Source: an optimization exercise on an open RTL-to-GDS flow (aim: small area, a short achievable clock period and few clock cycles per item). Production flows keep margins and buffers that such runs may drop. Only simulation tests tie the RTL to the original design; equivalence was not proved. Power and IR drop assume default switching activity.

==> flow/config.mk <==
export PLATFORM = sky130hd
export DESIGN_NAME = systolic_top
export DESIGN_NICKNAME = systolic_top
export VERILOG_FILES = /design/flow/design.v
export SDC_FILE = /design/flow/constraint.sdc
export NUM_CORES = 4
export LEC_CHECK = 0
export ABC_AREA = 1
export CAP_MARGIN = 20
export CORE_MARGIN = 2
export CORE_UTILIZATION = 40
export SETUP_SLACK_MARGIN = 5
export SLEW_MARGIN = 20
==> flow/constraint.sdc <==
create_clock -name core_clock -period 9.0 [get_ports {clk}]
set_input_delay 1.8000 -clock core_clock [delete_from_list [all_inputs] [get_ports {clk}]]
set_output_delay 1.8000 -clock core_clock [all_outputs]
set_load 0.01 [all_outputs]
==> flow/design.v <==
`timescale 1ns/10ps
package systolic_pkg;
    typedef logic signed [16-1:0]   data_t;
    typedef logic signed [8-1:0] weight_t;
    typedef logic signed [32-1:0]  accum_t;
    typedef logic [6-1:0]          wb_addr_t;
    typedef logic [32-1:0]          wb_data_t;
    typedef enum logic [2:0] {
        IDLE,
        CLEAR,
        FEED,
        DRAIN,
        DONE
    } seq_state_t;
endpackage
`timescale 1ns/10ps
module dot2_pp (
    input  logic [15:0] a0,
    input  logic [15:0] a1,
    input  logic [7:0]  b0,
    input  logic [7:0]  b1,
    input  logic        v0,
    input  logic        v1,
    output logic [61:0] pp
);
wire p0m0_one;
wire p0m0_two;
wire p0m0_neg;
wire p0m1_one;
wire p0m1_two;
wire p0m1_neg;
wire p0m2_one;
wire p0m2_two;
wire p0m2_neg;
wire p0m3_one;
wire p0m3_two;
wire p0m3_neg;
wire p1m0_one;
wire p1m0_two;
wire p1m0_neg;
wire p1m1_one;
wire p1m1_two;
wire p1m1_neg;
wire p1m2_one;
wire p1m2_two;
wire p1m2_neg;
wire p1m3_one;
wire p1m3_two;
wire p1m3_neg;
wire s1;
wire c2;
wire s3;
wire c4;
wire s5;
wire c6;
wire s7;
wire c8;
wire s9;
wire c10;
wire s11;
wire c12;
wire s13;
wire c14;
wire s15;
wire c16;
wire s17;
wire c18;
wire s19;
wire c20;
wire s21;
wire c22;
wire s23;
wire c24;
wire s25;
wire c26;
wire s27;
wire c28;
wire s29;
wire c30;
wire s31;
wire c32;
wire s33;
wire c34;
wire s35;
wire c36;
wire s37;
wire c38;
wire s39;
wire c40;
wire s41;
wire c42;
wire s43;
wire c44;
wire s45;
wire c46;
wire s47;
wire c48;
wire s49;
wire c50;
wire s51;
wire c52;
wire s53;
wire c54;
wire s55;
wire c56;
wire s57;
wire c58;
wire s59;
wire c60;
wire s61;
wire c62;
wire s63;
wire c64;
wire s65;
wire c66;
wire s67;
wire c68;
wire s69;
wire c70;
wire s71;
wire c72;
wire s73;
wire c74;
wire s75;
wire c76;
wire s77;
wire c78;
wire s79;
wire c80;
wire s81;
wire c82;
wire s83;
wire c84;
wire s85;
wire c86;
wire s87;
wire c88;
wire s89;
wire c90;
wire s91;
wire c92;
wire s93;
wire c94;
wire s95;
wire c96;
wire s97;
wire c98;
wire s99;
wire c100;
wire s101;
wire c102;
wire s103;
wire c104;
wire s105;
wire c106;
wire s107;
wire c108;
wire s109;
wire c110;
wire s111;
wire c112;
wire s113;
wire c114;
wire s115;
wire c116;
wire s117;
wire c118;
wire s119;
wire c120;
wire s121;
wire c122;
wire s123;
wire c124;
wire s125;
wire c126;
wire s127;
wire c128;
wire s129;
wire c130;
wire s131;
wire c132;
wire s133;
wire c134;
wire s135;
wire c136;
wire s137;
wire c138;
wire s139;
wire c140;
wire s141;
wire c142;
wire s143;
wire c144;
wire s145;
wire c146;
wire s147;
wire c148;
wire s149;
wire c150;
wire s151;
wire c152;
wire s153;
wire c154;
wire s155;
wire c156;
wire s157;
wire c158;
wire s159;
wire c160;
wire s161;
wire c162;
wire s163;
wire c164;
wire s165;
wire c166;
wire s167;
wire c168;
wire s169;
wire c170;
wire s171;
wire c172;
wire s173;
wire c174;
assign p0m0_one = v0 & (b0[0] ^ 1'b0);
assign p0m0_two = v0 & ((b0[1] & ~b0[0] & ~1'b0) | (~b0[1] & b0[0] & 1'b0));
assign p0m0_neg = v0 & b0[1];
wire [16:0] p0m0_r;
assign p0m0_r[0] = ((p0m0_one & a0[0]) | (p0m0_two & 1'b0)) ^ p0m0_neg;
assign p0m0_r[1] = ((p0m0_one & a0[1]) | (p0m0_two & a0[0])) ^ p0m0_neg;
assign p0m0_r[2] = ((p0m0_one & a0[2]) | (p0m0_two & a0[1])) ^ p0m0_neg;
assign p0m0_r[3] = ((p0m0_one & a0[3]) | (p0m0_two & a0[2])) ^ p0m0_neg;
assign p0m0_r[4] = ((p0m0_one & a0[4]) | (p0m0_two & a0[3])) ^ p0m0_neg;
assign p0m0_r[5] = ((p0m0_one & a0[5]) | (p0m0_two & a0[4])) ^ p0m0_neg;
assign p0m0_r[6] = ((p0m0_one & a0[6]) | (p0m0_two & a0[5])) ^ p0m0_neg;
assign p0m0_r[7] = ((p0m0_one & a0[7]) | (p0m0_two & a0[6])) ^ p0m0_neg;
assign p0m0_r[8] = ((p0m0_one & a0[8]) | (p0m0_two & a0[7])) ^ p0m0_neg;
assign p0m0_r[9] = ((p0m0_one & a0[9]) | (p0m0_two & a0[8])) ^ p0m0_neg;
assign p0m0_r[10] = ((p0m0_one & a0[10]) | (p0m0_two & a0[9])) ^ p0m0_neg;
assign p0m0_r[11] = ((p0m0_one & a0[11]) | (p0m0_two & a0[10])) ^ p0m0_neg;
assign p0m0_r[12] = ((p0m0_one & a0[12]) | (p0m0_two & a0[11])) ^ p0m0_neg;
assign p0m0_r[13] = ((p0m0_one & a0[13]) | (p0m0_two & a0[12])) ^ p0m0_neg;
assign p0m0_r[14] = ((p0m0_one & a0[14]) | (p0m0_two & a0[13])) ^ p0m0_neg;
assign p0m0_r[15] = ((p0m0_one & a0[15]) | (p0m0_two & a0[14])) ^ p0m0_neg;
assign p0m0_r[16] = ((p0m0_one & a0[15]) | (p0m0_two & a0[15])) ^ p0m0_neg;
assign p0m1_one = v0 & (b0[2] ^ b0[1]);
assign p0m1_two = v0 & ((b0[3] & ~b0[2] & ~b0[1]) | (~b0[3] & b0[2] & b0[1]));
assign p0m1_neg = v0 & b0[3];
wire [16:0] p0m1_r;
assign p0m1_r[0] = ((p0m1_one & a0[0]) | (p0m1_two & 1'b0)) ^ p0m1_neg;
assign p0m1_r[1] = ((p0m1_one & a0[1]) | (p0m1_two & a0[0])) ^ p0m1_neg;
assign p0m1_r[2] = ((p0m1_one & a0[2]) | (p0m1_two & a0[1])) ^ p0m1_neg;
assign p0m1_r[3] = ((p0m1_one & a0[3]) | (p0m1_two & a0[2])) ^ p0m1_neg;
assign p0m1_r[4] = ((p0m1_one & a0[4]) | (p0m1_two & a0[3])) ^ p0m1_neg;
assign p0m1_r[5] = ((p0m1_one & a0[5]) | (p0m1_two & a0[4])) ^ p0m1_neg;
assign p0m1_r[6] = ((p0m1_one & a0[6]) | (p0m1_two & a0[5])) ^ p0m1_neg;
assign p0m1_r[7] = ((p0m1_one & a0[7]) | (p0m1_two & a0[6])) ^ p0m1_neg;
assign p0m1_r[8] = ((p0m1_one & a0[8]) | (p0m1_two & a0[7])) ^ p0m1_neg;
assign p0m1_r[9] = ((p0m1_one & a0[9]) | (p0m1_two & a0[8])) ^ p0m1_neg;
assign p0m1_r[10] = ((p0m1_one & a0[10]) | (p0m1_two & a0[9])) ^ p0m1_neg;
assign p0m1_r[11] = ((p0m1_one & a0[11]) | (p0m1_two & a0[10])) ^ p0m1_neg;
assign p0m1_r[12] = ((p0m1_one & a0[12]) | (p0m1_two & a0[11])) ^ p0m1_neg;
assign p0m1_r[13] = ((p0m1_one & a0[13]) | (p0m1_two & a0[12])) ^ p0m1_neg;
assign p0m1_r[14] = ((p0m1_one & a0[14]) | (p0m1_two & a0[13])) ^ p0m1_neg;
assign p0m1_r[15] = ((p0m1_one & a0[15]) | (p0m1_two & a0[14])) ^ p0m1_neg;
assign p0m1_r[16] = ((p0m1_one & a0[15]) | (p0m1_two & a0[15])) ^ p0m1_neg;
assign p0m2_one = v0 & (b0[4] ^ b0[3]);
assign p0m2_two = v0 & ((b0[5] & ~b0[4] & ~b0[3]) | (~b0[5] & b0[4] & b0[3]));
assign p0m2_neg = v0 & b0[5];
wire [16:0] p0m2_r;
assign p0m2_r[0] = ((p0m2_one & a0[0]) | (p0m2_two & 1'b0)) ^ p0m2_neg;
assign p0m2_r[1] = ((p0m2_one & a0[1]) | (p0m2_two & a0[0])) ^ p0m2_neg;
assign p0m2_r[2] = ((p0m2_one & a0[2]) | (p0m2_two & a0[1])) ^ p0m2_neg;
assign p0m2_r[3] = ((p0m2_one & a0[3]) | (p0m2_two & a0[2])) ^ p0m2_neg;
assign p0m2_r[4] = ((p0m2_one & a0[4]) | (p0m2_two & a0[3])) ^ p0m2_neg;
assign p0m2_r[5] = ((p0m2_one & a0[5]) | (p0m2_two & a0[4])) ^ p0m2_neg;
assign p0m2_r[6] = ((p0m2_one & a0[6]) | (p0m2_two & a0[5])) ^ p0m2_neg;
assign p0m2_r[7] = ((p0m2_one & a0[7]) | (p0m2_two & a0[6])) ^ p0m2_neg;
assign p0m2_r[8] = ((p0m2_one & a0[8]) | (p0m2_two & a0[7])) ^ p0m2_neg;
assign p0m2_r[9] = ((p0m2_one & a0[9]) | (p0m2_two & a0[8])) ^ p0m2_neg;
assign p0m2_r[10] = ((p0m2_one & a0[10]) | (p0m2_two & a0[9])) ^ p0m2_neg;
assign p0m2_r[11] = ((p0m2_one & a0[11]) | (p0m2_two & a0[10])) ^ p0m2_neg;
assign p0m2_r[12] = ((p0m2_one & a0[12]) | (p0m2_two & a0[11])) ^ p0m2_neg;
assign p0m2_r[13] = ((p0m2_one & a0[13]) | (p0m2_two & a0[12])) ^ p0m2_neg;
assign p0m2_r[14] = ((p0m2_one & a0[14]) | (p0m2_two & a0[13])) ^ p0m2_neg;
assign p0m2_r[15] = ((p0m2_one & a0[15]) | (p0m2_two & a0[14])) ^ p0m2_neg;
assign p0m2_r[16] = ((p0m2_one & a0[15]) | (p0m2_two & a0[15])) ^ p0m2_neg;
assign p0m3_one = v0 & (b0[6] ^ b0[5]);
assign p0m3_two = v0 & ((b0[7] & ~b0[6] & ~b0[5]) | (~b0[7] & b0[6] & b0[5]));
assign p0m3_neg = v0 & b0[7];
wire [16:0] p0m3_r;
assign p0m3_r[0] = ((p0m3_one & a0[0]) | (p0m3_two & 1'b0)) ^ p0m3_neg;
assign p0m3_r[1] = ((p0m3_one & a0[1]) | (p0m3_two & a0[0])) ^ p0m3_neg;
assign p0m3_r[2] = ((p0m3_one & a0[2]) | (p0m3_two & a0[1])) ^ p0m3_neg;
assign p0m3_r[3] = ((p0m3_one & a0[3]) | (p0m3_two & a0[2])) ^ p0m3_neg;
assign p0m3_r[4] = ((p0m3_one & a0[4]) | (p0m3_two & a0[3])) ^ p0m3_neg;
assign p0m3_r[5] = ((p0m3_one & a0[5]) | (p0m3_two & a0[4])) ^ p0m3_neg;
assign p0m3_r[6] = ((p0m3_one & a0[6]) | (p0m3_two & a0[5])) ^ p0m3_neg;
assign p0m3_r[7] = ((p0m3_one & a0[7]) | (p0m3_two & a0[6])) ^ p0m3_neg;
assign p0m3_r[8] = ((p0m3_one & a0[8]) | (p0m3_two & a0[7])) ^ p0m3_neg;
assign p0m3_r[9] = ((p0m3_one & a0[9]) | (p0m3_two & a0[8])) ^ p0m3_neg;
assign p0m3_r[10] = ((p0m3_one & a0[10]) | (p0m3_two & a0[9])) ^ p0m3_neg;
assign p0m3_r[11] = ((p0m3_one & a0[11]) | (p0m3_two & a0[10])) ^ p0m3_neg;
assign p0m3_r[12] = ((p0m3_one & a0[12]) | (p0m3_two & a0[11])) ^ p0m3_neg;
assign p0m3_r[13] = ((p0m3_one & a0[13]) | (p0m3_two & a0[12])) ^ p0m3_neg;
assign p0m3_r[14] = ((p0m3_one & a0[14]) | (p0m3_two & a0[13])) ^ p0m3_neg;
assign p0m3_r[15] = ((p0m3_one & a0[15]) | (p0m3_two & a0[14])) ^ p0m3_neg;
assign p0m3_r[16] = ((p0m3_one & a0[15]) | (p0m3_two & a0[15])) ^ p0m3_neg;
assign p1m0_one = v1 & (b1[0] ^ 1'b0);
assign p1m0_two = v1 & ((b1[1] & ~b1[0] & ~1'b0) | (~b1[1] & b1[0] & 1'b0));
assign p1m0_neg = v1 & b1[1];
wire [16:0] p1m0_r;
assign p1m0_r[0] = ((p1m0_one & a1[0]) | (p1m0_two & 1'b0)) ^ p1m0_neg;
assign p1m0_r[1] = ((p1m0_one & a1[1]) | (p1m0_two & a1[0])) ^ p1m0_neg;
assign p1m0_r[2] = ((p1m0_one & a1[2]) | (p1m0_two & a1[1])) ^ p1m0_neg;
assign p1m0_r[3] = ((p1m0_one & a1[3]) | (p1m0_two & a1[2])) ^ p1m0_neg;
assign p1m0_r[4] = ((p1m0_one & a1[4]) | (p1m0_two & a1[3])) ^ p1m0_neg;
assign p1m0_r[5] = ((p1m0_one & a1[5]) | (p1m0_two & a1[4])) ^ p1m0_neg;
assign p1m0_r[6] = ((p1m0_one & a1[6]) | (p1m0_two & a1[5])) ^ p1m0_neg;
assign p1m0_r[7] = ((p1m0_one & a1[7]) | (p1m0_two & a1[6])) ^ p1m0_neg;
assign p1m0_r[8] = ((p1m0_one & a1[8]) | (p1m0_two & a1[7])) ^ p1m0_neg;
assign p1m0_r[9] = ((p1m0_one & a1[9]) | (p1m0_two & a1[8])) ^ p1m0_neg;
assign p1m0_r[10] = ((p1m0_one & a1[10]) | (p1m0_two & a1[9])) ^ p1m0_neg;
assign p1m0_r[11] = ((p1m0_one & a1[11]) | (p1m0_two & a1[10])) ^ p1m0_neg;
assign p1m0_r[12] = ((p1m0_one & a1[12]) | (p1m0_two & a1[11])) ^ p1m0_neg;
assign p1m0_r[13] = ((p1m0_one & a1[13]) | (p1m0_two & a1[12])) ^ p1m0_neg;
assign p1m0_r[14] = ((p1m0_one & a1[14]) | (p1m0_two & a1[13])) ^ p1m0_neg;
assign p1m0_r[15] = ((p1m0_one & a1[15]) | (p1m0_two & a1[14])) ^ p1m0_neg;
assign p1m0_r[16] = ((p1m0_one & a1[15]) | (p1m0_two & a1[15])) ^ p1m0_neg;
assign p1m1_one = v1 & (b1[2] ^ b1[1]);
assign p1m1_two = v1 & ((b1[3] & ~b1[2] & ~b1[1]) | (~b1[3] & b1[2] & b1[1]));
assign p1m1_neg = v1 & b1[3];
wire [16:0] p1m1_r;
assign p1m1_r[0] = ((p1m1_one & a1[0]) | (p1m1_two & 1'b0)) ^ p1m1_neg;
assign p1m1_r[1] = ((p1m1_one & a1[1]) | (p1m1_two & a1[0])) ^ p1m1_neg;
assign p1m1_r[2] = ((p1m1_one & a1[2]) | (p1m1_two & a1[1])) ^ p1m1_neg;
assign p1m1_r[3] = ((p1m1_one & a1[3]) | (p1m1_two & a1[2])) ^ p1m1_neg;
assign p1m1_r[4] = ((p1m1_one & a1[4]) | (p1m1_two & a1[3])) ^ p1m1_neg;
assign p1m1_r[5] = ((p1m1_one & a1[5]) | (p1m1_two & a1[4])) ^ p1m1_neg;
assign p1m1_r[6] = ((p1m1_one & a1[6]) | (p1m1_two & a1[5])) ^ p1m1_neg;
assign p1m1_r[7] = ((p1m1_one & a1[7]) | (p1m1_two & a1[6])) ^ p1m1_neg;
assign p1m1_r[8] = ((p1m1_one & a1[8]) | (p1m1_two & a1[7])) ^ p1m1_neg;
assign p1m1_r[9] = ((p1m1_one & a1[9]) | (p1m1_two & a1[8])) ^ p1m1_neg;
assign p1m1_r[10] = ((p1m1_one & a1[10]) | (p1m1_two & a1[9])) ^ p1m1_neg;
assign p1m1_r[11] = ((p1m1_one & a1[11]) | (p1m1_two & a1[10])) ^ p1m1_neg;
assign p1m1_r[12] = ((p1m1_one & a1[12]) | (p1m1_two & a1[11])) ^ p1m1_neg;
assign p1m1_r[13] = ((p1m1_one & a1[13]) | (p1m1_two & a1[12])) ^ p1m1_neg;
assign p1m1_r[14] = ((p1m1_one & a1[14]) | (p1m1_two & a1[13])) ^ p1m1_neg;
assign p1m1_r[15] = ((p1m1_one & a1[15]) | (p1m1_two & a1[14])) ^ p1m1_neg;
assign p1m1_r[16] = ((p1m1_one & a1[15]) | (p1m1_two & a1[15])) ^ p1m1_neg;
assign p1m2_one = v1 & (b1[4] ^ b1[3]);
assign p1m2_two = v1 & ((b1[5] & ~b1[4] & ~b1[3]) | (~b1[5] & b1[4] & b1[3]));
assign p1m2_neg = v1 & b1[5];
wire [16:0] p1m2_r;
assign p1m2_r[0] = ((p1m2_one & a1[0]) | (p1m2_two & 1'b0)) ^ p1m2_neg;
assign p1m2_r[1] = ((p1m2_one & a1[1]) | (p1m2_two & a1[0])) ^ p1m2_neg;
assign p1m2_r[2] = ((p1m2_one & a1[2]) | (p1m2_two & a1[1])) ^ p1m2_neg;
assign p1m2_r[3] = ((p1m2_one & a1[3]) | (p1m2_two & a1[2])) ^ p1m2_neg;
assign p1m2_r[4] = ((p1m2_one & a1[4]) | (p1m2_two & a1[3])) ^ p1m2_neg;
assign p1m2_r[5] = ((p1m2_one & a1[5]) | (p1m2_two & a1[4])) ^ p1m2_neg;
assign p1m2_r[6] = ((p1m2_one & a1[6]) | (p1m2_two & a1[5])) ^ p1m2_neg;
assign p1m2_r[7] = ((p1m2_one & a1[7]) | (p1m2_two & a1[6])) ^ p1m2_neg;
assign p1m2_r[8] = ((p1m2_one & a1[8]) | (p1m2_two & a1[7])) ^ p1m2_neg;
assign p1m2_r[9] = ((p1m2_one & a1[9]) | (p1m2_two & a1[8])) ^ p1m2_neg;
assign p1m2_r[10] = ((p1m2_one & a1[10]) | (p1m2_two & a1[9])) ^ p1m2_neg;
assign p1m2_r[11] = ((p1m2_one & a1[11]) | (p1m2_two & a1[10])) ^ p1m2_neg;
assign p1m2_r[12] = ((p1m2_one & a1[12]) | (p1m2_two & a1[11])) ^ p1m2_neg;
assign p1m2_r[13] = ((p1m2_one & a1[13]) | (p1m2_two & a1[12])) ^ p1m2_neg;
assign p1m2_r[14] = ((p1m2_one & a1[14]) | (p1m2_two & a1[13])) ^ p1m2_neg;
assign p1m2_r[15] = ((p1m2_one & a1[15]) | (p1m2_two & a1[14])) ^ p1m2_neg;
assign p1m2_r[16] = ((p1m2_one & a1[15]) | (p1m2_two & a1[15])) ^ p1m2_neg;
assign p1m3_one = v1 & (b1[6] ^ b1[5]);
assign p1m3_two = v1 & ((b1[7] & ~b1[6] & ~b1[5]) | (~b1[7] & b1[6] & b1[5]));
assign p1m3_neg = v1 & b1[7];
wire [16:0] p1m3_r;
assign p1m3_r[0] = ((p1m3_one & a1[0]) | (p1m3_two & 1'b0)) ^ p1m3_neg;
assign p1m3_r[1] = ((p1m3_one & a1[1]) | (p1m3_two & a1[0])) ^ p1m3_neg;
assign p1m3_r[2] = ((p1m3_one & a1[2]) | (p1m3_two & a1[1])) ^ p1m3_neg;
assign p1m3_r[3] = ((p1m3_one & a1[3]) | (p1m3_two & a1[2])) ^ p1m3_neg;
assign p1m3_r[4] = ((p1m3_one & a1[4]) | (p1m3_two & a1[3])) ^ p1m3_neg;
assign p1m3_r[5] = ((p1m3_one & a1[5]) | (p1m3_two & a1[4])) ^ p1m3_neg;
assign p1m3_r[6] = ((p1m3_one & a1[6]) | (p1m3_two & a1[5])) ^ p1m3_neg;
assign p1m3_r[7] = ((p1m3_one & a1[7]) | (p1m3_two & a1[6])) ^ p1m3_neg;
assign p1m3_r[8] = ((p1m3_one & a1[8]) | (p1m3_two & a1[7])) ^ p1m3_neg;
assign p1m3_r[9] = ((p1m3_one & a1[9]) | (p1m3_two & a1[8])) ^ p1m3_neg;
assign p1m3_r[10] = ((p1m3_one & a1[10]) | (p1m3_two & a1[9])) ^ p1m3_neg;
assign p1m3_r[11] = ((p1m3_one & a1[11]) | (p1m3_two & a1[10])) ^ p1m3_neg;
assign p1m3_r[12] = ((p1m3_one & a1[12]) | (p1m3_two & a1[11])) ^ p1m3_neg;
assign p1m3_r[13] = ((p1m3_one & a1[13]) | (p1m3_two & a1[12])) ^ p1m3_neg;
assign p1m3_r[14] = ((p1m3_one & a1[14]) | (p1m3_two & a1[13])) ^ p1m3_neg;
assign p1m3_r[15] = ((p1m3_one & a1[15]) | (p1m3_two & a1[14])) ^ p1m3_neg;
assign p1m3_r[16] = ((p1m3_one & a1[15]) | (p1m3_two & a1[15])) ^ p1m3_neg;
wire nx, na;
assign nx = p0m3_neg ^ p1m3_neg;
assign na = p0m3_neg & p1m3_neg;
assign s1 = p0m0_r[0] ^ p0m0_neg ^ p1m0_r[0];
assign c2 = (p0m0_r[0] & p0m0_neg) | (p0m0_r[0] & p1m0_r[0]) | (p0m0_neg & p1m0_r[0]);
assign s3 = p0m0_r[2] ^ p0m1_r[0] ^ p0m1_neg;
assign c4 = (p0m0_r[2] & p0m1_r[0]) | (p0m0_r[2] & p0m1_neg) | (p0m1_r[0] & p0m1_neg);
assign s5 = p1m0_r[2] ^ p1m1_r[0] ^ p1m1_neg;
assign c6 = (p1m0_r[2] & p1m1_r[0]) | (p1m0_r[2] & p1m1_neg) | (p1m1_r[0] & p1m1_neg);
assign s7 = p0m0_r[3] ^ p0m1_r[1] ^ p1m0_r[3];
assign c8 = (p0m0_r[3] & p0m1_r[1]) | (p0m0_r[3] & p1m0_r[3]) | (p0m1_r[1] & p1m0_r[3]);
assign s9 = p0m0_r[4] ^ p0m1_r[2] ^ p0m2_r[0];
assign c10 = (p0m0_r[4] & p0m1_r[2]) | (p0m0_r[4] & p0m2_r[0]) | (p0m1_r[2] & p0m2_r[0]);
assign s11 = p0m2_neg ^ p1m0_r[4] ^ p1m1_r[2];
assign c12 = (p0m2_neg & p1m0_r[4]) | (p0m2_neg & p1m1_r[2]) | (p1m0_r[4] & p1m1_r[2]);
assign s13 = p0m0_r[5] ^ p0m1_r[3] ^ p0m2_r[1];
assign c14 = (p0m0_r[5] & p0m1_r[3]) | (p0m0_r[5] & p0m2_r[1]) | (p0m1_r[3] & p0m2_r[1]);
assign s15 = p1m0_r[5] ^ p1m1_r[3] ^ p1m2_r[1];
assign c16 = (p1m0_r[5] & p1m1_r[3]) | (p1m0_r[5] & p1m2_r[1]) | (p1m1_r[3] & p1m2_r[1]);
assign s17 = p0m0_r[6] ^ p0m1_r[4] ^ p0m2_r[2];
assign c18 = (p0m0_r[6] & p0m1_r[4]) | (p0m0_r[6] & p0m2_r[2]) | (p0m1_r[4] & p0m2_r[2]);
assign s19 = p0m3_r[0] ^ p1m0_r[6] ^ p1m1_r[4];
assign c20 = (p0m3_r[0] & p1m0_r[6]) | (p0m3_r[0] & p1m1_r[4]) | (p1m0_r[6] & p1m1_r[4]);
assign s21 = p1m2_r[2] ^ p1m3_r[0] ^ nx;
assign c22 = (p1m2_r[2] & p1m3_r[0]) | (p1m2_r[2] & nx) | (p1m3_r[0] & nx);
assign s23 = p0m0_r[7] ^ p0m1_r[5] ^ p0m2_r[3];
assign c24 = (p0m0_r[7] & p0m1_r[5]) | (p0m0_r[7] & p0m2_r[3]) | (p0m1_r[5] & p0m2_r[3]);
assign s25 = p0m3_r[1] ^ p1m0_r[7] ^ p1m1_r[5];
assign c26 = (p0m3_r[1] & p1m0_r[7]) | (p0m3_r[1] & p1m1_r[5]) | (p1m0_r[7] & p1m1_r[5]);
assign s27 = p1m2_r[3] ^ p1m3_r[1] ^ na;
assign c28 = (p1m2_r[3] & p1m3_r[1]) | (p1m2_r[3] & na) | (p1m3_r[1] & na);
assign s29 = p0m0_r[8] ^ p0m1_r[6] ^ p0m2_r[4];
assign c30 = (p0m0_r[8] & p0m1_r[6]) | (p0m0_r[8] & p0m2_r[4]) | (p0m1_r[6] & p0m2_r[4]);
assign s31 = p0m3_r[2] ^ p1m0_r[8] ^ p1m1_r[6];
assign c32 = (p0m3_r[2] & p1m0_r[8]) | (p0m3_r[2] & p1m1_r[6]) | (p1m0_r[8] & p1m1_r[6]);
assign s33 = p0m0_r[9] ^ p0m1_r[7] ^ p0m2_r[5];
assign c34 = (p0m0_r[9] & p0m1_r[7]) | (p0m0_r[9] & p0m2_r[5]) | (p0m1_r[7] & p0m2_r[5]);
assign s35 = p0m3_r[3] ^ p1m0_r[9] ^ p1m1_r[7];
assign c36 = (p0m3_r[3] & p1m0_r[9]) | (p0m3_r[3] & p1m1_r[7]) | (p1m0_r[9] & p1m1_r[7]);
assign s37 = p0m0_r[10] ^ p0m1_r[8] ^ p0m2_r[6];
assign c38 = (p0m0_r[10] & p0m1_r[8]) | (p0m0_r[10] & p0m2_r[6]) | (p0m1_r[8] & p0m2_r[6]);
assign s39 = p0m3_r[4] ^ p1m0_r[10] ^ p1m1_r[8];
assign c40 = (p0m3_r[4] & p1m0_r[10]) | (p0m3_r[4] & p1m1_r[8]) | (p1m0_r[10] & p1m1_r[8]);
assign s41 = p0m0_r[11] ^ p0m1_r[9] ^ p0m2_r[7];
assign c42 = (p0m0_r[11] & p0m1_r[9]) | (p0m0_r[11] & p0m2_r[7]) | (p0m1_r[9] & p0m2_r[7]);
assign s43 = p0m3_r[5] ^ p1m0_r[11] ^ p1m1_r[9];
assign c44 = (p0m3_r[5] & p1m0_r[11]) | (p0m3_r[5] & p1m1_r[9]) | (p1m0_r[11] & p1m1_r[9]);
assign s45 = p0m0_r[12] ^ p0m1_r[10] ^ p0m2_r[8];
assign c46 = (p0m0_r[12] & p0m1_r[10]) | (p0m0_r[12] & p0m2_r[8]) | (p0m1_r[10] & p0m2_r[8]);
assign s47 = p0m3_r[6] ^ p1m0_r[12] ^ p1m1_r[10];
assign c48 = (p0m3_r[6] & p1m0_r[12]) | (p0m3_r[6] & p1m1_r[10]) | (p1m0_r[12] & p1m1_r[10]);
assign s49 = p0m0_r[13] ^ p0m1_r[11] ^ p0m2_r[9];
assign c50 = (p0m0_r[13] & p0m1_r[11]) | (p0m0_r[13] & p0m2_r[9]) | (p0m1_r[11] & p0m2_r[9]);
assign s51 = p0m3_r[7] ^ p1m0_r[13] ^ p1m1_r[11];
assign c52 = (p0m3_r[7] & p1m0_r[13]) | (p0m3_r[7] & p1m1_r[11]) | (p1m0_r[13] & p1m1_r[11]);
assign s53 = p0m0_r[14] ^ p0m1_r[12] ^ p0m2_r[10];
assign c54 = (p0m0_r[14] & p0m1_r[12]) | (p0m0_r[14] & p0m2_r[10]) | (p0m1_r[12] & p0m2_r[10]);
assign s55 = p0m3_r[8] ^ p1m0_r[14] ^ p1m1_r[12];
assign c56 = (p0m3_r[8] & p1m0_r[14]) | (p0m3_r[8] & p1m1_r[12]) | (p1m0_r[14] & p1m1_r[12]);
assign s57 = p0m0_r[15] ^ p0m1_r[13] ^ p0m2_r[11];
assign c58 = (p0m0_r[15] & p0m1_r[13]) | (p0m0_r[15] & p0m2_r[11]) | (p0m1_r[13] & p0m2_r[11]);
assign s59 = p0m3_r[9] ^ p1m0_r[15] ^ p1m1_r[13];
assign c60 = (p0m3_r[9] & p1m0_r[15]) | (p0m3_r[9] & p1m1_r[13]) | (p1m0_r[15] & p1m1_r[13]);
assign s61 = ~p0m0_r[16] ^ p0m1_r[14] ^ p0m2_r[12];
assign c62 = (~p0m0_r[16] & p0m1_r[14]) | (~p0m0_r[16] & p0m2_r[12]) | (p0m1_r[14] & p0m2_r[12]);
assign s63 = p0m3_r[10] ^ ~p1m0_r[16] ^ p1m1_r[14];
assign c64 = (p0m3_r[10] & ~p1m0_r[16]) | (p0m3_r[10] & p1m1_r[14]) | (~p1m0_r[16] & p1m1_r[14]);
assign s65 = p0m1_r[15] ^ p0m2_r[13] ^ p0m3_r[11];
assign c66 = (p0m1_r[15] & p0m2_r[13]) | (p0m1_r[15] & p0m3_r[11]) | (p0m2_r[13] & p0m3_r[11]);
assign s67 = p1m1_r[15] ^ p1m2_r[13] ^ p1m3_r[11];
assign c68 = (p1m1_r[15] & p1m2_r[13]) | (p1m1_r[15] & p1m3_r[11]) | (p1m2_r[13] & p1m3_r[11]);
assign s69 = ~p0m1_r[16] ^ p0m2_r[14] ^ p0m3_r[12];
assign c70 = (~p0m1_r[16] & p0m2_r[14]) | (~p0m1_r[16] & p0m3_r[12]) | (p0m2_r[14] & p0m3_r[12]);
assign s71 = ~p1m1_r[16] ^ p1m2_r[14] ^ p1m3_r[12];
assign c72 = (~p1m1_r[16] & p1m2_r[14]) | (~p1m1_r[16] & p1m3_r[12]) | (p1m2_r[14] & p1m3_r[12]);
assign s73 = p0m2_r[15] ^ p0m3_r[13] ^ p1m2_r[15];
assign c74 = (p0m2_r[15] & p0m3_r[13]) | (p0m2_r[15] & p1m2_r[15]) | (p0m3_r[13] & p1m2_r[15]);
assign s75 = ~p0m2_r[16] ^ p0m3_r[14] ^ ~p1m2_r[16];
assign c76 = (~p0m2_r[16] & p0m3_r[14]) | (~p0m2_r[16] & ~p1m2_r[16]) | (p0m3_r[14] & ~p1m2_r[16]);
assign s77 = ~p0m3_r[16] ^ ~p1m3_r[16] ^ 1'b1;
assign c78 = (~p0m3_r[16] & ~p1m3_r[16]) | (~p0m3_r[16] & 1'b1) | (~p1m3_r[16] & 1'b1);
assign s79 = p0m0_r[1] ^ p1m0_r[1] ^ c2;
assign c80 = (p0m0_r[1] & p1m0_r[1]) | (p0m0_r[1] & c2) | (p1m0_r[1] & c2);
assign s81 = p1m1_r[1] ^ c4 ^ c6;
assign c82 = (p1m1_r[1] & c4) | (p1m1_r[1] & c6) | (c4 & c6);
assign s83 = p1m2_r[0] ^ p1m2_neg ^ c8;
assign c84 = (p1m2_r[0] & p1m2_neg) | (p1m2_r[0] & c8) | (p1m2_neg & c8);
assign s85 = c10 ^ c12 ^ s13;
assign c86 = (c10 & c12) | (c10 & s13) | (c12 & s13);
assign s87 = c14 ^ c16 ^ s17;
assign c88 = (c14 & c16) | (c14 & s17) | (c16 & s17);
assign s89 = c18 ^ c20 ^ c22;
assign c90 = (c18 & c20) | (c18 & c22) | (c20 & c22);
assign s91 = s23 ^ s25 ^ s27;
assign c92 = (s23 & s25) | (s23 & s27) | (s25 & s27);
assign s93 = p1m2_r[4] ^ p1m3_r[2] ^ c24;
assign c94 = (p1m2_r[4] & p1m3_r[2]) | (p1m2_r[4] & c24) | (p1m3_r[2] & c24);
assign s95 = c26 ^ c28 ^ s29;
assign c96 = (c26 & c28) | (c26 & s29) | (c28 & s29);
assign s97 = p1m2_r[5] ^ p1m3_r[3] ^ c30;
assign c98 = (p1m2_r[5] & p1m3_r[3]) | (p1m2_r[5] & c30) | (p1m3_r[3] & c30);
assign s99 = c32 ^ s33 ^ s35;
assign c100 = (c32 & s33) | (c32 & s35) | (s33 & s35);
assign s101 = p1m2_r[6] ^ p1m3_r[4] ^ c34;
assign c102 = (p1m2_r[6] & p1m3_r[4]) | (p1m2_r[6] & c34) | (p1m3_r[4] & c34);
assign s103 = c36 ^ s37 ^ s39;
assign c104 = (c36 & s37) | (c36 & s39) | (s37 & s39);
assign s105 = p1m2_r[7] ^ p1m3_r[5] ^ c38;
assign c106 = (p1m2_r[7] & p1m3_r[5]) | (p1m2_r[7] & c38) | (p1m3_r[5] & c38);
assign s107 = c40 ^ s41 ^ s43;
assign c108 = (c40 & s41) | (c40 & s43) | (s41 & s43);
assign s109 = p1m2_r[8] ^ p1m3_r[6] ^ c42;
assign c110 = (p1m2_r[8] & p1m3_r[6]) | (p1m2_r[8] & c42) | (p1m3_r[6] & c42);
assign s111 = c44 ^ s45 ^ s47;
assign c112 = (c44 & s45) | (c44 & s47) | (s45 & s47);
assign s113 = p1m2_r[9] ^ p1m3_r[7] ^ c46;
assign c114 = (p1m2_r[9] & p1m3_r[7]) | (p1m2_r[9] & c46) | (p1m3_r[7] & c46);
assign s115 = c48 ^ s49 ^ s51;
assign c116 = (c48 & s49) | (c48 & s51) | (s49 & s51);
assign s117 = p1m2_r[10] ^ p1m3_r[8] ^ c50;
assign c118 = (p1m2_r[10] & p1m3_r[8]) | (p1m2_r[10] & c50) | (p1m3_r[8] & c50);
assign s119 = c52 ^ s53 ^ s55;
assign c120 = (c52 & s53) | (c52 & s55) | (s53 & s55);
assign s121 = p1m2_r[11] ^ p1m3_r[9] ^ c54;
assign c122 = (p1m2_r[11] & p1m3_r[9]) | (p1m2_r[11] & c54) | (p1m3_r[9] & c54);
assign s123 = c56 ^ s57 ^ s59;
assign c124 = (c56 & s57) | (c56 & s59) | (s57 & s59);
assign s125 = p1m2_r[12] ^ p1m3_r[10] ^ c58;
assign c126 = (p1m2_r[12] & p1m3_r[10]) | (p1m2_r[12] & c58) | (p1m3_r[10] & c58);
assign s127 = c60 ^ s61 ^ s63;
assign c128 = (c60 & s61) | (c60 & s63) | (s61 & s63);
assign s129 = 1'b1 ^ c62 ^ c64;
assign c130 = (1'b1 & c62) | (1'b1 & c64) | (c62 & c64);
assign s131 = 1'b1 ^ c66 ^ c68;
assign c132 = (1'b1 & c66) | (1'b1 & c68) | (c66 & c68);
assign s133 = p1m3_r[13] ^ c70 ^ c72;
assign c134 = (p1m3_r[13] & c70) | (p1m3_r[13] & c72) | (c70 & c72);
assign s135 = p1m3_r[14] ^ 1'b1 ^ c74;
assign c136 = (p1m3_r[14] & 1'b1) | (p1m3_r[14] & c74) | (1'b1 & c74);
assign s137 = p0m3_r[15] ^ p1m3_r[15] ^ c76;
assign c138 = (p0m3_r[15] & p1m3_r[15]) | (p0m3_r[15] & c76) | (p1m3_r[15] & c76);
assign s139 = s3 ^ s5 ^ c80;
assign c140 = (s3 & s5) | (s3 & c80) | (s5 & c80);
assign s141 = s9 ^ s11 ^ c82;
assign c142 = (s9 & s11) | (s9 & c82) | (s11 & c82);
assign s143 = s15 ^ c84 ^ s85;
assign c144 = (s15 & c84) | (s15 & s85) | (c84 & s85);
assign s145 = s19 ^ s21 ^ c86;
assign c146 = (s19 & s21) | (s19 & c86) | (s21 & c86);
assign s147 = c88 ^ s89 ^ s91;
assign c148 = (c88 & s89) | (c88 & s91) | (s89 & s91);
assign s149 = s31 ^ c90 ^ c92;
assign c150 = (s31 & c90) | (s31 & c92) | (c90 & c92);
assign s151 = c94 ^ c96 ^ s97;
assign c152 = (c94 & c96) | (c94 & s97) | (c96 & s97);
assign s153 = c98 ^ c100 ^ s101;
assign c154 = (c98 & c100) | (c98 & s101) | (c100 & s101);
assign s155 = c102 ^ c104 ^ s105;
assign c156 = (c102 & c104) | (c102 & s105) | (c104 & s105);
assign s157 = c106 ^ c108 ^ s109;
assign c158 = (c106 & c108) | (c106 & s109) | (c108 & s109);
assign s159 = c110 ^ c112 ^ s113;
assign c160 = (c110 & c112) | (c110 & s113) | (c112 & s113);
assign s161 = c114 ^ c116 ^ s117;
assign c162 = (c114 & c116) | (c114 & s117) | (c116 & s117);
assign s163 = c118 ^ c120 ^ s121;
assign c164 = (c118 & c120) | (c118 & s121) | (c120 & s121);
assign s165 = c122 ^ c124 ^ s125;
assign c166 = (c122 & c124) | (c122 & s125) | (c124 & s125);
assign s167 = s65 ^ s67 ^ c126;
assign c168 = (s65 & s67) | (s65 & c126) | (s67 & c126);
assign s169 = s69 ^ s71 ^ c130;
assign c170 = (s69 & s71) | (s69 & c130) | (s71 & c130);
assign s171 = s73 ^ c132 ^ s133;
assign c172 = (s73 & c132) | (s73 & s133) | (c132 & s133);
assign s173 = s75 ^ c134 ^ s135;
assign c174 = (s75 & c134) | (s75 & s135) | (c134 & s135);
assign pp[0] = p1m0_neg;
assign pp[1] = s1;
assign pp[2] = s79;
assign pp[3] = s139;
assign pp[4] = s7;
assign pp[5] = s81;
assign pp[6] = c140;
assign pp[7] = s83;
assign pp[8] = s141;
assign pp[9] = c142;
assign pp[10] = s143;
assign pp[11] = s87;
assign pp[12] = c144;
assign pp[13] = s145;
assign pp[14] = c146;
assign pp[15] = s147;
assign pp[16] = s93;
assign pp[17] = s95;
assign pp[18] = c148;
assign pp[19] = s149;
assign pp[20] = s99;
assign pp[21] = c150;
assign pp[22] = s151;
assign pp[23] = s103;
assign pp[24] = c152;
assign pp[25] = s153;
assign pp[26] = s107;
assign pp[27] = c154;
assign pp[28] = s155;
assign pp[29] = s111;
assign pp[30] = c156;
assign pp[31] = s157;
assign pp[32] = s115;
assign pp[33] = c158;
assign pp[34] = s159;
assign pp[35] = s119;
assign pp[36] = c160;
assign pp[37] = s161;
assign pp[38] = s123;
assign pp[39] = c162;
assign pp[40] = s163;
assign pp[41] = s127;
assign pp[42] = c164;
assign pp[43] = s165;
assign pp[44] = c128;
assign pp[45] = s129;
assign pp[46] = c166;
assign pp[47] = s167;
assign pp[48] = s131;
assign pp[49] = c168;
assign pp[50] = s169;
assign pp[51] = c170;
assign pp[52] = s171;
assign pp[53] = c172;
assign pp[54] = s173;
assign pp[55] = c136;
assign pp[56] = s137;
assign pp[57] = c174;
assign pp[58] = s77;
assign pp[59] = c138;
assign pp[60] = c78;
assign pp[61] = 1'b1;
endmodule
module dot2_fin (
    input  logic [61:0] pp,
    output logic [24:0] sum
);
logic [24:0] r0, r1;
wire s175;
wire c176;
wire s177;
wire c178;
wire s179;
wire c180;
wire s181;
wire c182;
wire s183;
wire c184;
wire s185;
wire c186;
wire s187;
wire c188;
wire s189;
wire c190;
wire s191;
wire c192;
wire s193;
wire c194;
wire s195;
wire c196;
wire s197;
wire c198;
wire s199;
wire c200;
wire s201;
wire c202;
wire s203;
wire c204;
wire s205;
wire c206;
wire s207;
wire c208;
wire s209;
wire c210;
wire s211;
wire c212;
wire s213;
wire c214;
wire s215;
wire c216;
wire s217;
wire c218;
wire s219;
wire c220;
wire s221;
wire c222;
wire s223;
wire c224;
wire s225;
wire c226;
wire s227;
wire c228;
wire s229;
wire c230;
wire s231;
wire c232;
wire s233;
wire c234;
wire s235;
wire c236;
assign s175 = pp[16] ^ pp[17];
assign c176 = pp[16] & pp[17];
assign s177 = pp[20] ^ pp[21];
assign c178 = pp[20] & pp[21];
assign s179 = pp[23] ^ pp[24];
assign c180 = pp[23] & pp[24];
assign s181 = pp[26] ^ pp[27];
assign c182 = pp[26] & pp[27];
assign s183 = pp[29] ^ pp[30];
assign c184 = pp[29] & pp[30];
assign s185 = pp[32] ^ pp[33];
assign c186 = pp[32] & pp[33];
assign s187 = pp[35] ^ pp[36];
assign c188 = pp[35] & pp[36];
assign s189 = pp[38] ^ pp[39];
assign c190 = pp[38] & pp[39];
assign s191 = pp[41] ^ pp[42];
assign c192 = pp[41] & pp[42];
assign s193 = pp[44] ^ pp[45] ^ pp[46];
assign c194 = (pp[44] & pp[45]) | (pp[44] & pp[46]) | (pp[45] & pp[46]);
assign s195 = pp[48] ^ pp[49];
assign c196 = pp[48] & pp[49];
assign s197 = pp[4] ^ pp[5];
assign c198 = pp[4] & pp[5];
assign s199 = pp[7] ^ pp[8];
assign c200 = pp[7] & pp[8];
assign s201 = pp[9] ^ pp[10];
assign c202 = pp[9] & pp[10];
assign s203 = pp[11] ^ pp[12] ^ pp[13];
assign c204 = (pp[11] & pp[12]) | (pp[11] & pp[13]) | (pp[12] & pp[13]);
assign s205 = pp[14] ^ pp[15];
assign c206 = pp[14] & pp[15];
assign s207 = pp[18] ^ pp[19] ^ s175;
assign c208 = (pp[18] & pp[19]) | (pp[18] & s175) | (pp[19] & s175);
assign s209 = pp[22] ^ c176 ^ s177;
assign c210 = (pp[22] & c176) | (pp[22] & s177) | (c176 & s177);
assign s211 = pp[25] ^ c178 ^ s179;
assign c212 = (pp[25] & c178) | (pp[25] & s179) | (c178 & s179);
assign s213 = pp[28] ^ c180 ^ s181;
assign c214 = (pp[28] & c180) | (pp[28] & s181) | (c180 & s181);
assign s215 = pp[31] ^ c182 ^ s183;
assign c216 = (pp[31] & c182) | (pp[31] & s183) | (c182 & s183);
assign s217 = pp[34] ^ c184 ^ s185;
assign c218 = (pp[34] & c184) | (pp[34] & s185) | (c184 & s185);
assign s219 = pp[37] ^ c186 ^ s187;
assign c220 = (pp[37] & c186) | (pp[37] & s187) | (c186 & s187);
assign s221 = pp[40] ^ c188 ^ s189;
assign c222 = (pp[40] & c188) | (pp[40] & s189) | (c188 & s189);
assign s223 = pp[43] ^ c190 ^ s191;
assign c224 = (pp[43] & c190) | (pp[43] & s191) | (c190 & s191);
assign s225 = pp[47] ^ c192 ^ s193;
assign c226 = (pp[47] & c192) | (pp[47] & s193) | (c192 & s193);
assign s227 = pp[50] ^ c194 ^ s195;
assign c228 = (pp[50] & c194) | (pp[50] & s195) | (c194 & s195);
assign s229 = pp[51] ^ pp[52] ^ c196;
assign c230 = (pp[51] & pp[52]) | (pp[51] & c196) | (pp[52] & c196);
assign s231 = pp[53] ^ pp[54];
assign c232 = pp[53] & pp[54];
assign s233 = pp[55] ^ pp[56] ^ pp[57];
assign c234 = (pp[55] & pp[56]) | (pp[55] & pp[57]) | (pp[56] & pp[57]);
assign s235 = pp[58] ^ pp[59];
assign c236 = pp[58] & pp[59];
assign r0[0] = pp[0];
assign r1[0] = pp[1];
assign r0[1] = pp[2];
assign r1[1] = 1'b0;
assign r0[2] = pp[3];
assign r1[2] = 1'b0;
assign r0[3] = pp[6];
assign r1[3] = s197;
assign r0[4] = c198;
assign r1[4] = s199;
assign r0[5] = c200;
assign r1[5] = s201;
assign r0[6] = c202;
assign r1[6] = s203;
assign r0[7] = c204;
assign r1[7] = s205;
assign r0[8] = c206;
assign r1[8] = s207;
assign r0[9] = c208;
assign r1[9] = s209;
assign r0[10] = c210;
assign r1[10] = s211;
assign r0[11] = c212;
assign r1[11] = s213;
assign r0[12] = c214;
assign r1[12] = s215;
assign r0[13] = c216;
assign r1[13] = s217;
assign r0[14] = c218;
assign r1[14] = s219;
assign r0[15] = c220;
assign r1[15] = s221;
assign r0[16] = c222;
assign r1[16] = s223;
assign r0[17] = c224;
assign r1[17] = s225;
assign r0[18] = c226;
assign r1[18] = s227;
assign r0[19] = c228;
assign r1[19] = s229;
assign r0[20] = c230;
assign r1[20] = s231;
assign r0[21] = c232;
assign r1[21] = s233;
assign r0[22] = c234;
assign r1[22] = s235;
assign r0[23] = pp[60];
assign r1[23] = c236;
assign r0[24] = pp[61];
assign r1[24] = 1'b0;
assign sum = r0 + r1;
endmodule
`timescale 1ns/10ps
module systolic_top (
    input  logic        clk,
    input  logic        rst_n,
    input  logic        wb_cyc,
    input  logic        wb_stb,
    input  logic        wb_we,
    input  logic [5:0]  wb_adr,
    input  logic [31:0] wb_dat_w,
    output logic [31:0] wb_dat_r,
    output logic        wb_ack
);
    logic [15:0] ax [2];
    logic [15:0] ay [2];
    logic [7:0]  bu [2];
    logic [7:0]  bv [2];
    logic [1:0]  ax_v, ay_v, bu_v, bv_v;
    logic [24:0] c_ring [4];
    logic        c_vld;
    logic        busy;
    logic        done;
    logic [1:0]  run_cnt;
    logic [1:0]  k;
    logic        k0_n, k1_n;
    logic        access;
    logic        wr_en;
    logic        start;
    logic [24:0] rd_d;
    logic [24:0] rd_q;
    assign access = wb_cyc && wb_stb && !wb_ack;
    assign wr_en  = access && wb_we && !busy;
    assign start  = wr_en && (wb_adr == 6'd8) && wb_dat_w[0];
    always_ff @(posedge clk or negedge rst_n) begin
        if (!rst_n) begin
            wb_ack <= 1'b0;
        end else begin
            wb_ack <= access;
        end
    end
    assign k0_n = ~k[0];
    assign k1_n = k[1] ^ k[0];
    logic wr_a, wr_b;
    assign wr_a = wr_en && (wb_adr[5:2] == 4'd0);
    assign wr_b = wr_en && (wb_adr[5:2] == 4'd1);
    for (genvar p = 0; p < 2; p++) begin : g_ring
        logic wa_x, wa_y, wb_u, wb_v;
        assign wa_x = wr_a && (wb_adr[1] == (1'(p) ^ k0_n)) && !wb_adr[0];
        assign wa_y = wr_a && (wb_adr[1] == (1'(p) ^ k0_n)) &&  wb_adr[0];
        assign wb_u = wr_b && (wb_adr[0] == (1'(p) ^ k1_n)) && !wb_adr[1];
        assign wb_v = wr_b && (wb_adr[0] == (1'(p) ^ k1_n)) &&  wb_adr[1];
        always_ff @(posedge clk) begin
            ax[p] <= wa_x ? wb_dat_w[15:0] : ax[1-p];
            ay[p] <= wa_y ? wb_dat_w[15:0] : ay[1-p];
            bu[p] <= wb_u ? wb_dat_w[7:0] : (k[0] ? bu[1-p] : bu[p]);
            bv[p] <= wb_v ? wb_dat_w[7:0] : (k[0] ? bv[1-p] : bv[p]);
        end
        always_ff @(posedge clk or negedge rst_n) begin
            if (!rst_n) begin
                ax_v[p] <= 1'b0;
                ay_v[p] <= 1'b0;
                bu_v[p] <= 1'b0;
                bv_v[p] <= 1'b0;
            end else begin
                ax_v[p] <= wa_x || ax_v[1-p];
                ay_v[p] <= wa_y || ay_v[1-p];
                bu_v[p] <= wb_u || (k[0] ? bu_v[1-p] : bu_v[p]);
                bv_v[p] <= wb_v || (k[0] ? bv_v[1-p] : bv_v[p]);
            end
        end
    end
    always_ff @(posedge clk or negedge rst_n) begin
        if (!rst_n) begin
            busy    <= 1'b0;
            done    <= 1'b0;
            c_vld   <= 1'b0;
            run_cnt <= '0;
            k       <= '0;
        end else begin
            k <= k + 2'd1;
            if (start) begin
                busy    <= 1'b1;
                done    <= 1'b0;
                c_vld   <= 1'b1;
                run_cnt <= '0;
            end else if (busy) begin
                run_cnt <= run_cnt + 2'd1;
                if (run_cnt == 2'd2) begin
                    busy <= 1'b0;
                    done <= 1'b1;
                end
            end
        end
    end
    logic [61:0] pp;
    logic [61:0] pp_q;
    logic [24:0] sum;
    dot2_pp u_pp (
        .a0 (ax[0]),
        .a1 (ay[0]),
        .b0 (bu[0]),
        .b1 (bv[0]),
        .v0 (ax_v[0] && bu_v[0]),
        .v1 (ay_v[0] && bv_v[0]),
        .pp (pp)
    );
    always_ff @(posedge clk) begin
        pp_q <= pp;
    end
    dot2_fin u_fin (
        .pp  (pp_q),
        .sum (sum)
    );
    always_ff @(posedge clk) begin
        c_ring[0] <= (start || busy) ? sum : c_ring[3];
        c_ring[1] <= c_ring[0];
        c_ring[2] <= c_ring[1];
        c_ring[3] <= c_ring[2];
    end
    logic [1:0] c_pos;
    assign c_pos = k - {wb_adr[0], wb_adr[1]} - 2'd2;
    logic       pa, pb;
    assign pa = wb_adr[1] ^ k[0];     
    assign pb = wb_adr[0] ^ k[1];     
    always_comb begin
        rd_d = '0;
        case (wb_adr)
            6'd0, 6'd2:
                if (ax_v[pa]) rd_d = {{9{ax[pa][15]}}, ax[pa]};
            6'd1, 6'd3:
                if (ay_v[pa]) rd_d = {{9{ay[pa][15]}}, ay[pa]};
            6'd4, 6'd5:
                if (bu_v[pb]) rd_d = {{17{bu[pb][7]}}, bu[pb]};
            6'd6, 6'd7:
                if (bv_v[pb]) rd_d = {{17{bv[pb][7]}}, bv[pb]};
            6'd9:
                rd_d = {23'd0, done, busy};
            6'd12, 6'd13, 6'd14, 6'd15:
                if (c_vld) rd_d = c_ring[c_pos];
            default: rd_d = '0;
        endcase
    end
    always_ff @(posedge clk) begin
        rd_q <= rd_d;
    end
    assign wb_dat_r = {{7{rd_q[24]}}, rd_q};
endmodule
==> flow/flow/run.sh <==
#!/bin/bash
set -euo pipefail
bash standard.sh SETUP_SLACK_MARGIN=6 finish > flow.log 2>&1
==> flow/standard.sh <==
#!/bin/bash
# synth_recipe.tcl (not shown) runs the flow's synth.tcl, then flattens the netlist and writes it again
# the make line also repeats each setting of config.mk as NAME=value (left out here)
make -C /OpenROAD-flow-scripts/flow DESIGN_CONFIG=/design/flow/config.mk WORK_HOME=/design/flow/orfs CLKGATE_MAP_FILE= SYNTH_SCRIPT=/design/flow/synth_recipe.tcl "${@:-finish}"
==> impl_metrics.py <==
metrics = {
    "setup_path": {
        "required_ns": 9.41,
        "crit_arrival_ns": 3.45,
        "timing.reg2reg.worst_path_depth": 10,
        "reg2reg_to": "pp_q[43]",
        "cpMaxStageDelayCell": "edfxtp_1",
        "setup.reg_to_reg.worst_slack_ns": 5.95,
        "critical-path-max-stage-delay_ns": 0.51,
        "number_of_buffer_and_inverter_stages_on_the_critical_path": 4,
        "critical_path_capture_point_type": "flip-flop",
        "critical_path_depth": 10,
        "worst-setup-path-type": "reg2reg",
        "crit_path_leading_delay_family": "adder cells",
        "regToRegStartpoint": "bu[0][5]",
        "startpoint_type": "flip-flop",
        "path_cells": "inv_2 -> o21ai_2 -> buf_6 -> buf_4 -> o22ai_2 -> xor2_1 -> fa_1 -> fa_1 -> inv_1 -> fa_1",
        "crit_top_cell": "fa_1",
        "crit_fanout": 6,
    },
    "global_routing": {
        "gr-total-overflow": 0,
        "grt_start_max_net_pins": 34,
        "first_pass_grt_wire_length_um": 81200,
        "via_count_of_the_first_global_routing_pass": 14200,
        "antenna_found_initial": 0,
        "grtUsageTotal": 0.237,
    },
    "timing": {
        "skew_ns": 0.0253,
        "setup_total_negative_slack_ns": 0,
        "setup-violations-final": 0,
        "rsz0062_at_grt": "true",
        "slew_of_the_pin_with_the_lowest_slew_margin_ns": 0.827,
        "timing.fmax_ghz": 0.328,
        "min_period_ns": 3.05,
        "timing.max_slew.rel_slack": 0.447,
        "final_hold_viol_count": 0,
        "tcrit_tclk_final": 0.339,
        "slew_viol_final": 0,
    },
    "worst_hold_path": {
        "hp-start": "c_ring[0][10]",
        "min_to": "c_ring[1][10]",
        "min_path_cells": 0,
        "timing.hold.worst.class": "reg2reg",
    },
    "yosys": {
        "yosys-top-cells-area": "dfxtp_1 (29%), nand2_1 (11%), fa_1 (11%)",
        "synth_cells": 2129,
        "synth_top_area_share": 0.292,
        "dominant_cell_by_count_in_the_synthesized_netlist": "nand2_1",
        "synth_enable_flop_cells": 32,
        "post_synth_mux_area_share": 0.0111,
        "synthesis.area_um2": 17100,
        "synth.lib_cells_used.distinct": 44,
        "seq_area_frac_synth": 0.372,
        "avgSynthCellArea_um2": 8.04,
        "netlist_top_cells_count": "nand2_1 (522), inv_1 (328), dfxtp_1 (250), o21ai_0 (129), xor2_1 (115)",
        "synth_xor_area_frac": 0.0670,
        "yosys_warnings": 11,
        "synth_simple_gate_area_share": 0.180,
        "ys_dominant_reg_cell": "dfxtp_1",
        "async_reset_ff_frac": 0.0537,
        "synth_top_family_by_area": "simple AND/OR/NAND/NOR gates",
        "synth_adder_area_share": 0.144,
        "synth-compound-area-share": 0.124,
        "ys_seq_elements": 298,
        "syn_nets": 2312,
        "synth_area_leader_cell": "dfxtp_1",
    },
    "drt": {
        "drt_first_iter_violations": 1352,
        "remaining_drc_errors": 0,
        "drt.antenna.violating_nets": 0,
        "wire_per_inst_um": 19.2,
        "detail_route.vias_per_cell": 5.27,
        "finalWirelength_um": 54700,
        "number_of_iterations_in_the_first_detailed_routing_pass": 6,
        "detailroute.via_count": 15000,
    },
    "final_layout": {
        "final_core_utilization": 0.513,
        "multi_input_area_um2": 10000,
        "final_nets": 2463,
        "layout-drive-gt1-share": 0.167,
        "insertedDiodeCount": 0,
        "nFillCells": 3909,
        "syn2layout_area_growth_pct": 26.0,
        "ff_latch_area_um2": 6370,
    },
    "floorplan": {
        "initial_cell_density_of_the_core": 0.407,
        "floorplan.rows": 75,
        "design.core.area_um2": 42000,
        "die_height_um": 211,
        "count_of_pins_on_the_block_boundary": 76,
        "chipWidth_um": 211,
        "die_area_um2": 44500,
    },
    "clock_tree": {
        "clock_net_sink_count": 298,
        "cts_tree": "yes",
        "cts_hold_repair.buffers": 0,
        "max_clock_buf_depth": 3,
        "clock_tree.htree_level_count": 2,
        "worst_skew_pair.late_latency_ns": 0.54,
        "tritoncts.num_buffers": 34,
        "cts-root-buf": "clkbuf_16",
        "clkSlewWorstSetupHoldPaths_ns": 0.06,
    },
    "job": {
        "cap_violations": 0,
    },
    "placement": {
        "numPortBuffers": 59,
        "finalWeightedCongestion": 0.953,
        "hpwl_um": 35800,
    },
    "pwr": {
        "ir_worst_vdd_v": 0.000152,
        "power_density_nw_per_um2": 205,
        "p_leak_nw": 10.3,
    },
    "run_status": {
        "run_status": "no timing/DRC/antenna violations",
    },
}
-- stage by stage --
| step | std cells | area, µm² | total power [mW] | hold WS, ns | worst slack [ns] |
|---|---|---|---|---|---|
| final | 2842 | 21600 | 4.43 | 0.343 | 5.95 |
| after global routing | 2842 | 21600 | 4.73 | 0.348 | 5.85 |
| after CTS | 2801 | 20600 | 4.40 | 0.344 | 5.97 |
| after detailed placement | 2660 | 18100 | 2.90 | 0.331 | 3.82 |
| after global placement | 2660 | 18100 | 2.88 | 0.327 | 3.83 |
| after floorplan | 2129 | 17200 | 2.51 | 0.326 | 5.83 |
-- per-layer routing --
metal	vias up	GRT usage	share of wire
li1	7117	-	-
met1	7079	0.311	0.42
met2	630	0.389	0.46
met3	142	0.0453	0.077
met4	0	0.0913	0.040
met5	-	0	0
-- state kept, by name (all words and copies together) (netlist names), 2 cells and up --
| signal | flops |
|---|---|
| ax | 32 |
| ax_v | 2 |
| ay | 32 |
| ay_v | 2 |
| bu | 16 |
| bu_v | 2 |
| bv | 16 |
| bv_v | 2 |
| c_ring | 100 |
| k | 2 |
| pp_q | 61 |
| rd_q | 25 |
| run_cnt | 2 |
-- cell families (layout without fill, tap and decap cells) --
family          Yosys count  in the layout
xor+xnor                127            127
buf+inv                 425            590
simple gates            734            743
mux                      19             19
flops                   298            298
fa+ha+maj               140            140
compound gates          386            386
-- cells in the final DEF, fill, tap and decap left out, drive strengths merged, types with 4 or more instances in the layout --
master           n
clkinvlp         4
buf            127
clkdlybuf4s15   11
mux2i           19
bufinv           6
a31oi           15
nand4           10
fa              94
dlygate4sd2     27
clkinv          10
xor2           117
nand3b           6
o22ai          109
inv            336
a21oi           54
nand3           90
dfrtp           16
xnor2           10
nor2            95
clkdlybuf4s50   17
ha              46
edfxtp          32
nand2          530
clkbuf          49
o21ai          195
o211ai          10
nor3             8
dfxtp          250
-- power by group --
group | switching [mW] | internal [mW]
sequential | 0.0610 | 1.48
clock | 0.575 | 0.903
combinational | 0.902 | 0.513
total | 1.54 | 2.89
-- how the worst max path moves through the flow --
stage	start	end	slack (ns)
2_1_floorplan	wb_adr[0]	bu[1][0]	5.83
3_3_place_gp	wb_adr[1]	rd_q[6]	3.83
3_5_place_dp	wb_adr[1]	rd_q[6]	3.82
4_1_cts	wb_adr[1]	rd_q[6]	5.97
5_1_grt	bu[0][5]	pp_q[52]	5.85
6_report	bu[0][5]	pp_q[43]	5.95
-- timing repair --
| action | CTS | global route |
|---|---|---|
| pin swaps | 36 | 73 |
| cloned | 12 | 7 |
| endpoints found under the setup margin | 275 | 201 |
| setup buffers | 70 | 34 |
| resized for setup | 205 | 143 |
-- cell type report --
type / instances / area share
clock buffer: 45 / 0.0432
tap: 539 / 0.0313
timing repair inverter: 1 / 0.000406
clock inverter: 14 / 0.0110
sequential: 298 / 0.295
multi-input combinational: 1415 / 0.465
timing repair buffer: 189 / 0.0927
inverter: 341 / 0.0613
Testbench counts, summed over its fixed seeds: cycles 11,520, jobs 384.

-- separate check: timing with driven ports --
The results above use ideal ports. As a check the final layout listed here was re-extracted and re-timed, cells and wires unchanged.
Step 1 sets driving cells, clkbuf_16 on the clock port and buf_2 on the other inputs (assumed; they add their load-dependent delay and slew).
Step 2, shift: input delay + t, output delay - t, t = (earliest + latest rising clock arrival at the registers) / 2. This alone moves slack from input paths to output paths.
Slacks: no drivers / after step 1 / after step 2; pairs: no drivers / after step 1.
t (ns): 0.591
slack for setup (ns): 5.953 / 5.953 / 5.382
hold slack, ns: 0.343 / 0.343 / 0.343
latest minus earliest clock arrival (ns): 0.025 / 0.026
After both steps setup and hold are still met in this run. The setup slack of this run moves by 0.000 ns with the drivers and by -0.571 ns with both steps.
